What follows belongs to an exercise in optimizing a design on an open flow for small area and a short achievable clock period; a production flow would make more cautious choices. Function was not checked in any run shown here: the RTL went through the layout flow alone. Power and IR drop assume default switching activity.

==> design.v <==
module store_buffer_fwd #(
    parameter int SB_DEPTH = 8,
    parameter int TAG_W    = 5,
    parameter int ADDR_W   = 32
) (
    input  logic                      clk,
    input  logic                      rst,
    input  logic                      alloc_valid,
    output logic                      alloc_ready,
    input  logic [TAG_W-1:0]          alloc_rob_tag,
    input  logic [ADDR_W-1:0]         alloc_addr,
    input  logic [31:0]               alloc_wdata,
    input  logic [3:0]                alloc_wmask,
    input  logic                      commit_valid,
    input  logic [TAG_W-1:0]          commit_rob_tag,
    output logic                      commit_err,
    input  logic                      flush,
    output logic                      dmem_req_valid,
    input  logic                      dmem_req_ready,
    output logic [ADDR_W-1:0]         dmem_addr,
    output logic [31:0]               dmem_wdata,
    output logic [3:0]                dmem_wmask,
    input  logic                      dmem_resp,
    input  logic [ADDR_W-1:0]         ld_addr,
    input  logic [3:0]                ld_rmask,
    output logic [3:0]                fwd_mask,
    output logic [31:0]               fwd_data,
    output logic [$clog2(SB_DEPTH):0] count,
    output logic                      empty,
    output logic                      full
);
    localparam int N  = SB_DEPTH;
    localparam int CW = $clog2(SB_DEPTH) + 1;
    localparam int WA = ADDR_W - 2;
    logic [TAG_W-1:0] tag_r  [N];
    logic [WA-1:0]    addr_r [N];
    logic [31:0]      data_r [N];
    logic [3:0]       mask_r [N];
    logic [N-1:0] valid_r, comm_r;
    logic [N-1:0] valid_nxt_s, comm_nxt_s;
    logic req_r, wait_r;
    logic commit_err_r;
    logic [N-1:0] old_s;     
    logic [N-1:0] unc_s;     
    logic [N-1:0] shift_s;   
    logic         any_unc_s, two_comm_s;
    logic         full_s, alloc_fire_s, commit_ok_s, pop_s, wr_s;
    logic [TAG_W-1:0] unc_tag_s;
    logic         unused_s;
    assign unused_s = ^{alloc_addr[1:0], ld_addr[1:0]};
    assign full_s = &valid_r;
    always_comb begin
        logic seen_v, seen_u, seen_c;
        logic [N-1:0] u_v;
        seen_v     = 1'b0;
        seen_u     = 1'b0;
        seen_c     = 1'b0;
        two_comm_s = 1'b0;
        u_v        = valid_r & ~comm_r;
        for (int j = N - 1; j >= 0; j--) begin
            old_s[j]   = valid_r[j] & ~seen_v;
            unc_s[j]   = u_v[j] & ~seen_u;
            two_comm_s = two_comm_s | (comm_r[j] & seen_c);
            seen_v     = seen_v | valid_r[j];
            seen_u     = seen_u | u_v[j];
            seen_c     = seen_c | comm_r[j];
        end
        any_unc_s = seen_u;
        shift_s[0] = 1'b1;
        for (int j = 1; j < N; j++) shift_s[j] = shift_s[j-1] & valid_r[j-1];
        unc_tag_s = '0;
        for (int j = 0; j < N; j++) unc_tag_s = unc_tag_s | ({TAG_W{unc_s[j]}} & tag_r[j]);
    end
    always_comb begin
        logic [N-1:0] v1, c1;
        alloc_fire_s = alloc_valid & ~full_s;
        commit_ok_s  = commit_valid & any_unc_s & (unc_tag_s == commit_rob_tag);
        pop_s        = wait_r & dmem_resp;
        wr_s         = alloc_fire_s & ~flush;
        v1 = valid_r & ~({N{pop_s}} & old_s);
        c1 = (comm_r | ({N{commit_ok_s}} & unc_s)) & ~({N{pop_s}} & old_s);
        if (flush) begin
            valid_nxt_s = v1 & c1;
            comm_nxt_s  = c1;
        end else if (wr_s) begin
            for (int j = 0; j < N; j++) begin
                if (shift_s[j]) begin
                    valid_nxt_s[j] = (j == 0) ? 1'b1 : v1[(j == 0) ? 0 : j-1];
                    comm_nxt_s[j]  = (j == 0) ? 1'b0 : c1[(j == 0) ? 0 : j-1];
                end else begin
                    valid_nxt_s[j] = v1[j];
                    comm_nxt_s[j]  = c1[j];
                end
            end
        end else begin
            valid_nxt_s = v1;
            comm_nxt_s  = c1;
        end
    end
    always_ff @(posedge clk or negedge rst) begin
        if (!rst) begin
            valid_r      <= '0;
            comm_r       <= '0;
            commit_err_r <= 1'b0;
            req_r        <= 1'b0;
            wait_r       <= 1'b0;
        end else begin
            valid_r      <= valid_nxt_s;
            comm_r       <= comm_nxt_s;
            commit_err_r <= commit_valid & ~commit_ok_s;
            if (req_r) begin
                req_r  <= ~dmem_req_ready;
                wait_r <= dmem_req_ready;
            end else if (wait_r) begin
                req_r  <= dmem_resp & two_comm_s;
                wait_r <= ~dmem_resp;
            end else begin
                req_r  <= |comm_r;
            end
        end
    end
    always_ff @(posedge clk) begin
        if (wr_s) begin
            tag_r[0]  <= alloc_rob_tag;
            addr_r[0] <= alloc_addr[ADDR_W-1:2];
            data_r[0] <= alloc_wdata;
            mask_r[0] <= alloc_wmask;
        end
        for (int j = 1; j < N; j++) begin
            if (wr_s && shift_s[j]) begin
                tag_r[j]  <= tag_r[j-1];
                addr_r[j] <= addr_r[j-1];
                data_r[j] <= data_r[j-1];
                mask_r[j] <= mask_r[j-1];
            end
        end
    end
    always_comb begin
        logic [WA-1:0] a_v;
        logic [31:0]   d_v;
        logic [3:0]    m_v;
        a_v = '0;
        d_v = '0;
        m_v = '0;
        for (int j = 0; j < N; j++) begin
            a_v = a_v | ({WA{old_s[j]}} & addr_r[j]);
            d_v = d_v | ({32{old_s[j]}} & data_r[j]);
            m_v = m_v | ({4{old_s[j]}} & mask_r[j]);
        end
        dmem_addr  = {a_v, 2'b00};
        dmem_wdata = d_v;
        dmem_wmask = m_v;
    end
    logic [N*WA-1:0] addr_flat_s;
    logic [N*32-1:0] data_flat_s;
    logic [N*4-1:0]  mask_flat_s;
    always_comb begin
        for (int j = 0; j < N; j++) begin
            addr_flat_s[j*WA +: WA] = addr_r[j];
            data_flat_s[j*32 +: 32] = data_r[j];
            mask_flat_s[j*4 +: 4]   = mask_r[j];
        end
    end
    sb_fwd_match #(.N(N), .WA(WA)) u_fwd (
        .ld_word  (ld_addr[ADDR_W-1:2]),
        .ld_rmask (ld_rmask),
        .valid    (valid_r),
        .addr     (addr_flat_s),
        .data     (data_flat_s),
        .mask     (mask_flat_s),
        .fwd_mask (fwd_mask),
        .fwd_data (fwd_data)
    );
    always_comb begin
        count = '0;
        for (int j = 0; j < N; j++) count = count + CW'(valid_r[j]);
    end
    assign alloc_ready    = ~full_s;
    assign commit_err     = commit_err_r;
    assign dmem_req_valid = req_r;
    assign empty          = ~|valid_r;
    assign full           = full_s;
endmodule
module sb_fwd_match #(
    parameter int N  = 8,
    parameter int WA = 30
) (
    input  logic [WA-1:0]   ld_word,
    input  logic [3:0]      ld_rmask,
    input  logic [N-1:0]    valid,
    input  logic [N*WA-1:0] addr,
    input  logic [N*32-1:0] data,
    input  logic [N*4-1:0]  mask,
    output logic [3:0]      fwd_mask,
    output logic [31:0]     fwd_data
);
    logic [N*4-1:0] eq_s;
    for (genvar j = 0; j < N; j++) begin : g_eq
        sb_word_eq #(.WA(WA)) u_eq (
            .a  (addr[j*WA +: WA]),
            .b  (ld_word),
            .en (valid[j]),
            .eq (eq_s[j*4 +: 4])
        );
    end
    for (genvar b = 0; b < 4; b++) begin : g_lane
        logic [N-1:0]   m_s;
        logic [N*8-1:0] d_s;
        logic           any_s;
        for (genvar j = 0; j < N; j++) begin : g_in
            assign m_s[j]         = mask[j*4 + b];
            assign d_s[j*8 +: 8]  = data[j*32 + 8*b +: 8];
        end
        sb_fwd_lane #(.N(N)) u_lane (
            .eq   (eq_s),
            .m    (m_s),
            .d    (d_s),
            .any  (any_s),
            .y    (fwd_data[8*b +: 8])
        );
        assign fwd_mask[b] = ld_rmask[b] & any_s;
    end
endmodule
module sb_word_eq #(
    parameter int WA = 30
) (
    input  logic [WA-1:0] a,
    input  logic [WA-1:0] b,
    input  logic          en,
    output logic [3:0]    eq
);
    logic [7:0] ne_s;
    for (genvar g = 0; g < 7; g++) begin : g_ne
        sb_ne4 u_ne (.a(a[4*g +: 4]), .b(b[4*g +: 4]), .ne(ne_s[g]));
    end
    sb_ne2e u_ne_top (.a(a[29:28]), .b(b[29:28]), .en(en), .ne(ne_s[7]));
    for (genvar p = 0; p < 4; p++) begin : g_eq
        sb_nor2 u_eq (.a(ne_s[2*p]), .b(ne_s[2*p+1]), .y(eq[p]));
    end
endmodule
module sb_ne4 (
    input  logic [3:0] a,
    input  logic [3:0] b,
    output logic       ne
);
    assign ne = (a != b);
endmodule
module sb_ne2e (
    input  logic [1:0] a,
    input  logic [1:0] b,
    input  logic       en,
    output logic       ne
);
    assign ne = ~en | (a != b);
endmodule
module sb_fwd_lane #(
    parameter int N = 8
) (
    input  logic [N*4-1:0] eq,
    input  logic [N-1:0]   m,
    input  logic [N*8-1:0] d,
    output logic           any,
    output logic [7:0]     y
);
    logic [N-1:0] mn_s, hn_s, sel_s;
    logic         lo_s, hi_s;
    logic [N-1:0] pb_s;
    for (genvar j = 0; j < N; j++) begin : g_hit
        sb_nand4 u_mn (.a(eq[j*4 +: 4]), .y(mn_s[j]));
        sb_hit_n u_hn (.match_n(mn_s[j]), .m(m[j]), .hit_n(hn_s[j]));
    end
    sb_nand4 u_lo (.a(hn_s[3:0]), .y(lo_s));
    sb_nand4 u_hi (.a(hn_s[7:4]), .y(hi_s));
    assign sel_s[0] = ~hn_s[0];
    sb_sel2 u_s1 (.hn(hn_s[1]), .p(~hn_s[0]), .sel(sel_s[1]));
    sb_sel2 u_s2 (.hn(hn_s[2]), .p(~&hn_s[1:0]), .sel(sel_s[2]));
    sb_sel2 u_s3 (.hn(hn_s[3]), .p(~&hn_s[2:0]), .sel(sel_s[3]));
    sb_sel2 u_s4 (.hn(hn_s[4]), .p(lo_s), .sel(sel_s[4]));
    sb_sel3 u_s5 (.hn(hn_s[5]), .p(lo_s), .q(~hn_s[4]), .sel(sel_s[5]));
    sb_sel3 u_s6 (.hn(hn_s[6]), .p(lo_s), .q(~&hn_s[5:4]), .sel(sel_s[6]));
    sb_sel3 u_s7 (.hn(hn_s[7]), .p(lo_s), .q(~&hn_s[6:4]), .sel(sel_s[7]));
    assign any = lo_s | hi_s;
    for (genvar i = 0; i < 8; i++) begin : g_bit
        logic [N-1:0] dj_s;
        for (genvar j = 0; j < N; j++) begin : g_d
            assign dj_s[j] = d[j*8 + i];
        end
        sb_and_or #(.N(N)) u_ao (.sel(sel_s), .d(dj_s), .y(y[i]));
    end
endmodule
module sb_nand4 (
    input  logic [3:0] a,
    output logic       y
);
    assign y = ~&a;
endmodule
module sb_nor2 (
    input  logic a,
    input  logic b,
    output logic y
);
    assign y = ~(a | b);
endmodule
module sb_hit_n (
    input  logic match_n,
    input  logic m,
    output logic hit_n
);
    assign hit_n = match_n | ~m;
endmodule
module sb_sel2 (
    input  logic hn,
    input  logic p,
    output logic sel
);
    assign sel = ~(hn | p);
endmodule
module sb_sel3 (
    input  logic hn,
    input  logic p,
    input  logic q,
    output logic sel
);
    assign sel = ~(hn | p | q);
endmodule
module sb_and_or #(
    parameter int N = 8
) (
    input  logic [N-1:0] sel,
    input  logic [N-1:0] d,
    output logic         y
);
    assign y = |(sel & d);
endmodule
==> flow/run.sh <==
#!/bin/bash
# Standard layout, with the ports buffered by the smallest plain buffer
# (the resizer upsizes the ones on critical paths). Full tool output goes
# to flow_standard.log in the work folder.
set -euo pipefail
export BUFFER_PORTS_ARGS="-buffer_cell sky130_fd_sc_hd__buf_1"
bash standard.sh finish > flow_standard.log 2>&1
==> standard.sh <==
#!/bin/bash
# synth_recipe.tcl (not shown) runs the flow's synth.tcl, then flattens the netlist and writes it again
# the make line also repeats each setting of config.mk as NAME=value (left out here)
make -C /OpenROAD-flow-scripts/flow DESIGN_CONFIG=/design/flow/config.mk WORK_HOME=/design/flow/orfs CLKGATE_MAP_FILE= SYNTH_SCRIPT=/design/flow/synth_recipe.tcl "${@:-finish}"
==> config.mk <==
export PLATFORM = sky130hd
export DESIGN_NAME = store_buffer_fwd
export DESIGN_NICKNAME = store_buffer_fwd
export VERILOG_FILES = /design/flow/design.v
export SDC_FILE = /design/flow/constraint.sdc
export NUM_CORES = 4
export LEC_CHECK = 0
export CAP_MARGIN = 20
export CORE_MARGIN = 2
export CORE_UTILIZATION = 60
export CTS_CLUSTER_DIAMETER = 60
export CTS_CLUSTER_SIZE = 30
export PLACE_DENSITY = 0.7
export SETUP_SLACK_MARGIN = 3
export SLEW_MARGIN = 20
export SYNTH_HIERARCHICAL = 1
export SYNTH_MINIMUM_KEEP_SIZE = 0
==> constraint.sdc <==
create_clock -name core_clock -period 9.0 [get_ports {clk}]
set_input_delay 1.8000 -clock core_clock [delete_from_list [all_inputs] [get_ports {clk}]]
set_output_delay 1.8000 -clock core_clock [all_outputs]
set_load 0.01 [all_outputs]
==> results.ini, run 1 <==
[floorplanning]
initial_core_util_pct = 60.7
io_pins = 234
fp.dieW_um = 216
die_h_um = 216
core_area_um2 = 44200
dieArea_um2 = 46500
rows = 77

[placed_design]
port_buffers = 227
pre_cts_ws_ns = 2.34
place.gp.congestion = 0.887
dp_hpwl_um = 47700

[timing]
hold_slack_ns = 0.453
tightest_slew_ns = 1.16
period_minus_slack_ns = 5.97
fin_setup_tns_ns = 0
fmax_ghz = 0.167
fin_skew_ns = 0.0226
rsz0062_at_grt = yes
max-slew-margin-rel_pct = 22.4
period_share_pct = 66.4
slew_viol_final = 0
setup_viol = 0
final.setup.worst_slack_ns = 3.03
hold_violations = 0

[critical_path]
path_class = in2out
arrival_ns = 4.17
critical-path-top-delay-family = simple AND/OR/NAND/NOR gates
crit_top_cell = nand4_1
path_cells = clkbuf_4 -> xnor2_1 -> nand4_1 -> nor2_4 -> nand4_1 -> nand2b_2 -> nand4_1 -> buf_12 -> nor3_4 -> buf_12 -> a22oi_1 -> nand4_1 -> buf_1
critPathRequiredTime_ns = 7.20
cp_slowest_cell = nor2_4
crit_path_max_incr_delay_ns = 0.27
end_kind = output pin
cp.buffers_inverters = 4
cp-start-kind = primary input
crit_path_max_fanout = 8

[synthesis]
synth.area.top_cells = edfxtp_1 64%, xnor2_1 7.9%, a22oi_1 7.3%
netlist_instances = 2023
ys.flop_type = edfxtp_1
syn-cell-area_um2 = 26800
yosysWarnings = 11
yosys.area.top_type_share_pct = 63.5
synth_seq_cells = 587
ys_seq_area_share_pct = 65.3
syn_avg_cell_area_um2 = 13.3
synth_edf_count = 568
synthArstFlopShare_pct = 3.24
synth_top_area_cell = edfxtp_1
ys_types = 65

[clock_network]
clock-root-buffer = clkbuf_16
hold_buffers = 0
htreeDepth = 2
cts_tree = yes
cts_buffer_depth = 3
clk_latency_ns = 0.61
cts_buffers = 40
path_clk_slew_ns = 0.07
cts_sinks = 587

[routing]
dr.pass1.iters = 8
routed_via_density = 6.74
drc = 0
drt_iter0_markers = 2242
routedWlPerCell_um = 26.6
route.vias.total = 19400
ant_nets = 0
finalWirelength_um = 76500

[min_path]
hold_path_class = reg2reg

[pwr]
power_mw = 5.34
power_leakage_nw = 9.35
powerDensity_nw_per_um2 = 175
ir_drop_uv = 150

[global_route]
antenna_found_initial = 7
overflow = 0
grt_pass1_vias = 19000
grtUsageTotal_pct = 32.5
grt_max_degree = 85
grt_pass1_wl_um = 114000

[layout]
fin_util_pct = 69.0
drive_gt1_share_pct = 10.6
nNetsFinal = 2374
nFillCells = 3142
syn2layout_area_growth_pct = 13.6

[flow_run]
maxCapViolations = 0

[status]
outcome = timing/DRC/antenna clean

==> per-stage QoR <==
stage / std cells / instance area (um^2)
2_1_floorplan: 2024 / 27000
3_3_place_gp: 2776 / 28300
3_5_place_dp: 2777 / 28400
4_1_cts: 2863 / 30200
5_1_grt: 2871 / 30500
6_report: 2872 / 30500
==> state kept, by name, summed over array words and instances, names as in the netlist <==
register	count
valid_r	8
commit_err_r	1
comm_r	8
mask_r	32
data_r	256
addr_r	240
wait_r	1
req_r	1
tag_r	40
==> logic make-up after synthesis <==
group	after synthesis	synth area share [%]
compound gates	470	12.8
xor+xnor	242	7.89
fa+ha+maj	10	0.569
buf+inv	119	1.82
flops	587	65.3
mux	7	0.261
other cells	1	0.0140
simple gates	587	11.4
==> cells in the final DEF (no fill, tap or decap), types with 19 or more instances in the layout <==
master,synthesis,layout
inv_1,32,23
xnor2_1,242,232
buf_2,4,19
buf_1,7,196
a22oi_1,262,261
nor2_2,0,24
o21ai_0,75,74
nand3_1,93,93
clkbuf_16,0,41
edfxtp_1,568,568
nand2_1,164,162
a221oi_1,69,69
nor2_1,68,26
nand2b_1,40,30
nand4_1,135,135
buf_4,2,24
==> cell type report <==
| type | instances | area [um^2] | share of cell area [%] |
|---|---|---|---|
| Antenna cell | 4 | 10.0 | 0.0328 |
| Tap cell | 592 | 741 | 2.43 |
| Timing Repair Buffer | 263 | 1300 | 4.25 |
| Clock inverter | 30 | 375 | 1.23 |
| Clock buffer | 44 | 1040 | 3.40 |
| Sequential cell | 587 | 17500 | 57.5 |
| Inverter | 33 | 175 | 0.574 |
| Multi-Input combinational cell | 1319 | 9340 | 30.6 |
==> what timing repair did <==
item	in CTS	in global routing
pin swaps	11	33
gates cloned	0	1
setup buffers	12	4
gates resized for setup	86	65
setup endpoints to repair	102	85
==> per-module statistics from Yosys (local to each module, per instance), excerpt <==
| module | flip-flops and latches | area, um^2 | copies in the design |
|---|---|---|---|
| store_buffer_fwd | 587 | 22300 | 1 |
| sb_ne4 | 0 | 41.3 | 56 |
| sb_ne2e | 0 | 22.5 | 8 |
| sb_sel3 | 0 | 10.0 | 12 |
| sb_hit_n | 0 | 6.26 | 32 |
| sb_nand4 | 0 | 6.26 | 40 |
| sb_nor2 | 0 | 3.75 | 32 |
| sb_sel2 | 0 | 3.75 | 16 |
==> synth_stat cells, drive strengths merged, types with 4 or more instances <==
cell type  count
nor4           6
a221oi        69
edfxtp       568
nand3         94
or3            4
and3b          9
nor2b         12
clkbuf        69
nand2b        40
and3           7
a22oi        262
buf           17
a31oi         12
nand2        164
o21ai         79
nor2          68
dfrtp         19
inv           32
a21oi         13
or2            4
mux2i          7
and2          11
nand4        135
xnor2        242
ha             5
nor3          25
fa             4
==> worst register-to-register path, stage by stage (launching register included) <==
cell	delay [ns]
dfrtp_4	0.82
and3_1	0.40
a211oi_4	0.91
nand2_1	0.47
clkinv_8	0.51
and3_4	0.76
buf_4	0.72
==> metal layers <==
layer	part of all wire (%)	vias up	track usage (%)
li1	-	8432	-
met1	39	9518	45.1
met2	48	1199	52.4
met3	10	194	5.75
met4	3.4	8	11.0
met5	0.061	-	0
==> power by group <==
group          internal (mW)  switching, mW  total, mW
clock                  0.976           1.04       2.01
combinational          0.109          0.176      0.284
sequential              3.00         0.0386       3.04
==> final timing paths <==
check | start | slack (ns) | to | cells past startpoint
min reg2reg | tag_r[4][0] | 0.45 | tag_r[5][0] | 0
max | ld_addr[10] | 3.03 | fwd_data[4] | 13
max in group asynchronous | rst | 7.58 | valid_r[7] | 2
min in group asynchronous | rst | 1.17 | req_r | 2
max reg2reg | valid_r[7] | 4.03 | addr_r[4][25] | 6
min | tag_r[4][0] | 0.45 | tag_r[5][0] | 0
==> run 2, diff against run 1 <==
--- a/config.mk
+++ b/config.mk
@@ -11,7 +11,7 @@
 export CTS_CLUSTER_DIAMETER = 60
 export CTS_CLUSTER_SIZE = 30
 export PLACE_DENSITY = 0.7
-export SETUP_SLACK_MARGIN = 3
+export SETUP_SLACK_MARGIN = 4
 export SLEW_MARGIN = 20
 export SYNTH_HIERARCHICAL = 1
 export SYNTH_MINIMUM_KEEP_SIZE = 0
==> run 2 against run 1 <==
Effect of this change:
- wire length grew 4.1%
- highest routed layer is now met4
- total power grew 1.3%
- sequential share of layout area shrank 3.4 points
- die area is the same
- synthesized cell count is the same
==> results.ini, run 2 <==
[status]
outcome = timing/DRC/antenna clean

[layout]
nNetsFinal = 2417
final_cell_mix = 568 x edfxtp_1, 186 x xnor2_1, 170 x a22oi_1
layout_commonest_cell = edfxtp_1
final_area_um2 = 32400
drive_gt1_share_pct = 21.7
largest_reg_flops = 256
syn2layout_area_growth_pct = 20.9
largestRegisters = data_r: 256 flops, addr_r: 240 flops, tag_r: 40 flops
largest-register = data_r
fin_cells = 2913

[timing]
max-slew-margin-rel_pct = 27.8
fin_skew_ns = 0.0351
period_minus_slack_ns = 5.83
fin_setup_tns_ns = 0
slew_viol_final = 0
tightest_slew_ns = 1.08
setup_viol = 0
hold_slack_ns = 0.445
hold_violations = 0
period_share_pct = 64.8
fmax_ghz = 0.172
rsz0062_at_grt = yes

[clock_network]
cts_sinks = 587
clock-root-buffer = clkbuf_16
hold_buffers = 0
cts_buffer_depth = 3
cts_buffers = 41
cts_tree = yes
path_clk_slew_ns = 0.07
htreeDepth = 2
clk_latency_ns = 0.61

[global_route]
grt_max_degree = 96
grt_pass1_wl_um = 118000
grt_pass1_vias = 19600
busiest_layer = met2
met1_usage_pct = 46.1
overflow = 0
antenna_found_initial = 1
gr-usage-met3_pct = 5.81
grtUsageTotal_pct = 33.4
grt_util_met2_pct = 53.9

[synthesis]
synth.area.top_cells = edfxtp_1 64%, xnor2_1 7.9%, a22oi_1 7.3%
syn-cell-area_um2 = 26800
yosysWarnings = 11
ys_types = 65
netlist_instances = 2023
yosysMostFrequentCell = edfxtp_1
ys_seq_area_share_pct = 65.3
synth.top_cells.by_count = 568 x edfxtp_1, 262 x a22oi_1, 242 x xnor2_1
syn_avg_cell_area_um2 = 13.3
synthArstFlopShare_pct = 3.24
ys.flop_type = edfxtp_1
yosys.area.top_type_share_pct = 63.5
synth_edf_count = 568
synth_seq_cells = 587
synth_top_area_cell = edfxtp_1

[routing]
ant_nets = 0
dr.pass1.iters = 5
routed_via_density = 6.82
routedWlPerCell_um = 27.3
drc = 0
route.vias.total = 19900
drt_iter0_markers = 2346
finalWirelength_um = 79600

[placed_design]
dp_cells = 2778
placed_area_um2 = 28400
port_buffers = 227
place.gp.congestion = 0.902
dp_hpwl_um = 46700

[critical_path]
crit_path_max_fanout = 8
end_kind = output pin
r2r_cells = 9
path_class = in2out
critPathRequiredTime_ns = 7.20
cp-start-kind = primary input
arrival_ns = 4.03

[pwr]
ir_drop_uv = 164
pwr-share-comb_pct = 6.0
clkPwrFrac_pct = 37.8
netSwitchingFraction_pct = 24.1
seqPwrFrac_pct = 56.2
power_leakage_nw = 10.4
intPower_mw = 4.11
powerDensity_nw_per_um2 = 167
p_sw_mw = 1.30

[floorplanning]
fp.dieW_um = 216
rows = 77
io_pins = 234
dieArea_um2 = 46500
die_h_um = 216
initial_core_util_pct = 60.7
core_area_um2 = 44200

[min_path]
hold_path_class = reg2reg
whs_path_depth = 0

[flow_run]
maxCapViolations = 0

==> run 2: stage by stage <==
step	utilization, %	worst slack [ns]	power (mW)
3_3_place_gp	64.2	2.42	3.36
3_5_place_dp	64.2	2.37	3.37
4_1_cts	72.2	3.27	5.40
2_1_floorplan	-	2.09	3.24
5_1_grt	73.4	3.16	5.54
6_report	73.4	3.17	5.41
==> run 2: cell families after synthesis <==
family	Yosys count	synth area share, %
xor+xnor	242	7.89
compound gates	470	12.8
flops	587	65.3
mux	7	0.261
buf+inv	119	1.82
simple gates	587	11.4
other cells	1	0.0140
fa+ha+maj	10	0.569
==> run 2: Yosys stat by module, one instance, submodules excluded, a selection <==
module	flip-flops and latches	area, um^2	copies in the design
sb_ne4	0	41.3	56
store_buffer_fwd	587	22300	1
sb_ne2e	0	22.5	8
sb_nand4	0	6.26	40
sb_sel3	0	10.0	12
sb_nor2	0	3.75	32
sb_hit_n	0	6.26	32
==> run 2: layer usage <==
layer	vias to the layer above	wire [um]	part of all wire (%)
li1	8560	-	-
met1	9900	30500	38
met2	1237	38300	48
met3	172	8310	10
met4	0	2480	3.1
met5	-	0	0
==> run 2: final cells by class <==
cell class / instances / area (um^2)
inverters: 33 / 175
diodes: 1 / 2.50
well taps: 592 / 741
clock inverters: 30 / 352
fillers: 2820 / 11800
multi-input cells: 1320 / 10500
flip-flops and latches: 587 / 17500
repair buffers: 304 / 2090
clock buffers: 46 / 1090
==> run 2: critical path, stage by stage <==
cell      delay, ns
buf_6          0.14
xnor2_2        0.15
nand4_1        0.20
nor2_4         0.24
nand4_1        0.19
nand2b_4       0.22
nand4_1        0.15
buf_6          0.16
nor3_4         0.06
buf_4          0.16
a22oi_2        0.17
nand4_1        0.18
buf_2          0.19
==> run 2: path summary, 6_finish.rpt <==
kind | startpoint | end | slack (ns)
worst min register to register | tag_r[4][0] | tag_r[5][0] | 0.45
worst min-delay path | tag_r[4][0] | tag_r[5][0] | 0.45
min in group asynchronous | rst | valid_r[2] | 1.18
max in group asynchronous | rst | valid_r[6] | 7.56
worst max-delay path | ld_addr[6] | fwd_data[28] | 3.17
worst max register to register | valid_r[7] | data_r[6][0] | 4.67
==> run 2: power groups by stage <==
stage          registers, mW  logic [mW]  clock network [mW]
2_1_floorplan           3.09       0.158                   0
3_3_place_gp            3.10       0.263                   0
3_5_place_dp            3.10       0.268                   0
4_1_cts                 3.04       0.305                2.06
5_1_grt                 3.05       0.347                2.14
6_report                3.04       0.325                2.04
==> run 2: what timing repair did <==
action / 4_1_cts / 5_1_grt
hold endpoints to repair: 0 / 0
pin swaps: 167 / 67
gates cloned: 1 / 3
buffers inserted: 45 / 9
gates resized for setup: 407 / 90
endpoints found under the setup margin: 273 / 201

## re-timing with driven ports
In the flow no input, the clock included, has a driving cell. The finished layouts below were timed again as built, in two steps.
Step 1 assumes that a clkbuf_16 drives the clock port and a buf_2 every other input.
Step 2 adds t to the input delays and takes it off the output delays; t is the mean of the earliest and latest rising clock arrival at the registers after step 1. Input paths then give back, and output paths get back, about the clock's delay inside the block.
a / b / c = ideal / step 1 / step 2; a / b = the first two.
| run | t, ns | setup WS [ns] | cell pins on the clock port's net |
|---|---|---|---|
| run 1 | 0.655 | 3.028 / 3.000 / 3.000 | 1 |
| run 2 | 0.655 | 3.170 / 3.126 / 3.126 | 1 |
After both steps every run listed still meets setup and hold. For run 2, which loses most, drivers alone change the setup slack by -0.044 ns; drivers and shift together by -0.044 ns.
